What follows belongs to an exercise in optimizing a design on an open flow for small area, a short achievable clock period and few clock cycles per item; a production flow would make more cautious choices. In this exercise RTL edits were held to simulation tests only and were not proved equivalent to the original. Power and IR drop assume default switching activity.

== run A ==
==> flow/design.v (excerpt) <==
module peer_retry_backoff_scheduler_top (
  input  logic         clk,
  input  logic         rst,
  input  logic         s_tvalid,
  output logic         s_tready,
  input  logic [95:0]  s_tdata,
  input  logic [1:0]   s_tuser,
  output logic         m_tvalid,
  input  logic         m_tready,
  output logic [63:0]  m_tdata,
  output logic [1:0]   m_tuser,
  output logic         m_tlast,
  input  logic         cfg_valid,
  output logic         cfg_ready,
  input  logic [1:0]   cfg_index,
  input  logic [15:0]  cfg_data
);
Size: ~4200 cells after synthesis, roughly 1000 flip-flops, ~190 I/O pins, ~51000 sq um of cells after synthesis.
export LEC_CHECK = 0
export CAP_MARGIN = 20
export CORE_MARGIN = 2
export CORE_UTILIZATION = 40
export SETUP_SLACK_MARGIN = 5
export SLEW_MARGIN = 20
create_clock -name core_clock -period 10.0 [get_ports {clk}]
standard.sh (not shown) runs the stock make flow with config.mk's settings and CLKGATE_MAP_FILE= SYNTH_SCRIPT=/design/flow/synth_recipe.tcl, a recipe that flattens the netlist after the stock synthesis.
==> flow/flow/run.sh <==
#!/bin/bash
set -euo pipefail
sed 's/SETUP_SLACK_MARGIN=[0-9.]*/SETUP_SLACK_MARGIN=5.6/' standard.sh > standard_margin.sh
grep -q 'SETUP_SLACK_MARGIN=5.6' standard_margin.sh
bash standard_margin.sh > layout.log 2>&1
Testbench counts of run A, summed over its fixed seeds: cycles 10,336, items 8,000.
#### Input delta (run B over run A)
# run A
export LEC_CHECK = 0
export CAP_MARGIN = 20
export CORE_MARGIN = 2
export CORE_UTILIZATION = 40
export SETUP_SLACK_MARGIN = 5
export SLEW_MARGIN = 20
create_clock -name core_clock -period 10.0 [get_ports {clk}]
# run B
export LEC_CHECK = 0
export CAP_MARGIN = 20
export CORE_MARGIN = 2
export CORE_UTILIZATION = 40
export SETUP_SLACK_MARGIN = 5
export SLEW_MARGIN = 20
export TNS_END_PERCENT = 30
create_clock -name core_clock -period 10.0 [get_ports {clk}]
==> flow/flow/run.sh <==
#!/bin/bash
set -euo pipefail
sed 's/SETUP_SLACK_MARGIN=[0-9.]*/SETUP_SLACK_MARGIN=5.8/' standard.sh > standard_margin.sh
grep -q 'SETUP_SLACK_MARGIN=5.8' standard_margin.sh
bash standard_margin.sh > layout.log 2>&1
--- outcome ---
- Run B finished end to end and its layout was clean on timing, DRC and antenna.
- For the headroom to the max-slew limit, run B came in 9.3 points higher than run A did.
- Run B vs run A, critical path's slowest cell: sky130_fd_sc_hd__a21oi_2 vs sky130_fd_sc_hd__mux2_4
- Compared with run A, in run B clock period minus final worst setup slack -4.9 ps; maximum clock path buffer count ~0 delta; sum of net half-perimeters after detailed placement +1400 um.
- Final net count for run B: about 2% up relative to run A
- Compared with run A, run B degrades routed wire length.
diff inputs: run B => run C
# run B
export LEC_CHECK = 0
export CAP_MARGIN = 20
export CORE_MARGIN = 2
export CORE_UTILIZATION = 40
export SETUP_SLACK_MARGIN = 5
export SLEW_MARGIN = 20
export TNS_END_PERCENT = 30
create_clock -name core_clock -period 10.0 [get_ports {clk}]
# run C
export LEC_CHECK = 0
export CAP_MARGIN = 20
export CORE_MARGIN = 2
export CORE_UTILIZATION = 40
export CTS_CLUSTER_DIAMETER = 80
export CTS_CLUSTER_SIZE = 30
export SETUP_SLACK_MARGIN = 5
export SLEW_MARGIN = 20
create_clock -name core_clock -period 10.0 [get_ports {clk}]
==> comparison <==
- From run B to run C, portion of the post-synthesis area used by sequential elements did not move at all.
- Re worst hold slack across all endpoints: run C is 24 ps up on run B.
- On slew at the pin with the worst max-slew slack, run B and run C are basically level.
- The higher total inserted antenna cells came out of run C.
- Run C falls short of run B in setup clock skew after layout.
- Die extent in y: run B vs run C — no meaningful difference
- Run C vs run B: number of global-route vias before repair down in run C
## Diff of input files: run D against run C
# run C
export LEC_CHECK = 0
export CAP_MARGIN = 20
export CORE_MARGIN = 2
export CORE_UTILIZATION = 40
export CTS_CLUSTER_DIAMETER = 80
export CTS_CLUSTER_SIZE = 30
export SETUP_SLACK_MARGIN = 5
export SLEW_MARGIN = 20
create_clock -name core_clock -period 10.0 [get_ports {clk}]
# run D
export LEC_CHECK = 0
export CAP_MARGIN = 20
export CORE_MARGIN = 2
export CORE_UTILIZATION = 40
export CTS_BUF_LIST = sky130_fd_sc_hd__clkbuf_4 sky130_fd_sc_hd__clkbuf_8
export SETUP_SLACK_MARGIN = 5
export SLEW_MARGIN = 20
create_clock -name core_clock -period 10.0 [get_ports {clk}]
==> flow/run.sh (new file) <==
#!/bin/bash
# synth_recipe.tcl (not shown) runs the flow's synth.tcl, then flattens the netlist and writes it again
# the make line also repeats each setting of config.mk as NAME=value (left out here)
make -C /OpenROAD-flow-scripts/flow DESIGN_CONFIG=/design/flow/config.mk WORK_HOME=/design/flow/orfs CLKGATE_MAP_FILE= SYNTH_SCRIPT=/design/flow/synth_recipe.tcl finish
removed: flow/flow/run.sh
removed: flow/standard.sh
Notes after the runs:
Every stage of the flow completed for run D, and the final layout passed the timing, design-rule and antenna checks. Of run D and run C, the higher clock group share of total power belongs to run D. The capture point of the critical path comes out omac[44] in one run and imatch[5] in the other, namely in run D and run C respectively. [compare] base=run C new=run D: final clock skew fell by 17 ps; first-iteration DRC count dropped about 23%; final area now smaller; internal power grew by 0.00079 W. Run comparison: run D kind of critical path flop to flop; run C kind of critical path input pin to flop. Looking at worst-case setup margin in the final layout, run D sits 370 ps lower than run C does.

## static timing again, ports no longer ideal
No port has a modelled driver above. Below, the same layouts with a new extraction and two added sets of constraints. Step 1 sets driving cells, clkbuf_16 on the clock port and buf_2 on the other inputs (assumed; they add their load-dependent delay and slew). Step 2 times the ports against the registers' clock, not the clock port: input delays grow and output delays shrink by t, the midpoint of the rising clock arrivals with the driver on. Three values: ideal, step 1, step 2; two values: the first two.
| run | t (ns) | setup WS [ns] | hold slack, ns | worst slew at a driven data input, ns |
|---|---|---|---|---|
| run A | 0.801 | 5.487 / 5.487 / 4.806 | 0.496 / 0.496 / 0.496 | 0.19 |
| run B | 0.802 | 5.492 / 5.459 / 4.778 | 0.482 / 0.482 / 0.482 | 0.12 |
| run C | 0.767 | 5.471 / 5.484 / 4.751 | 0.507 / 0.507 / 0.507 | 0.17 |
| run D | 0.996 | 5.099 / 5.099 / 4.623 | 0.475 / 0.475 / 0.475 | 0.12 |
After both steps every run listed still meets setup and hold. The setup slack of run C, which loses most, moves by +0.013 ns with the drivers and by -0.720 ns with both steps.
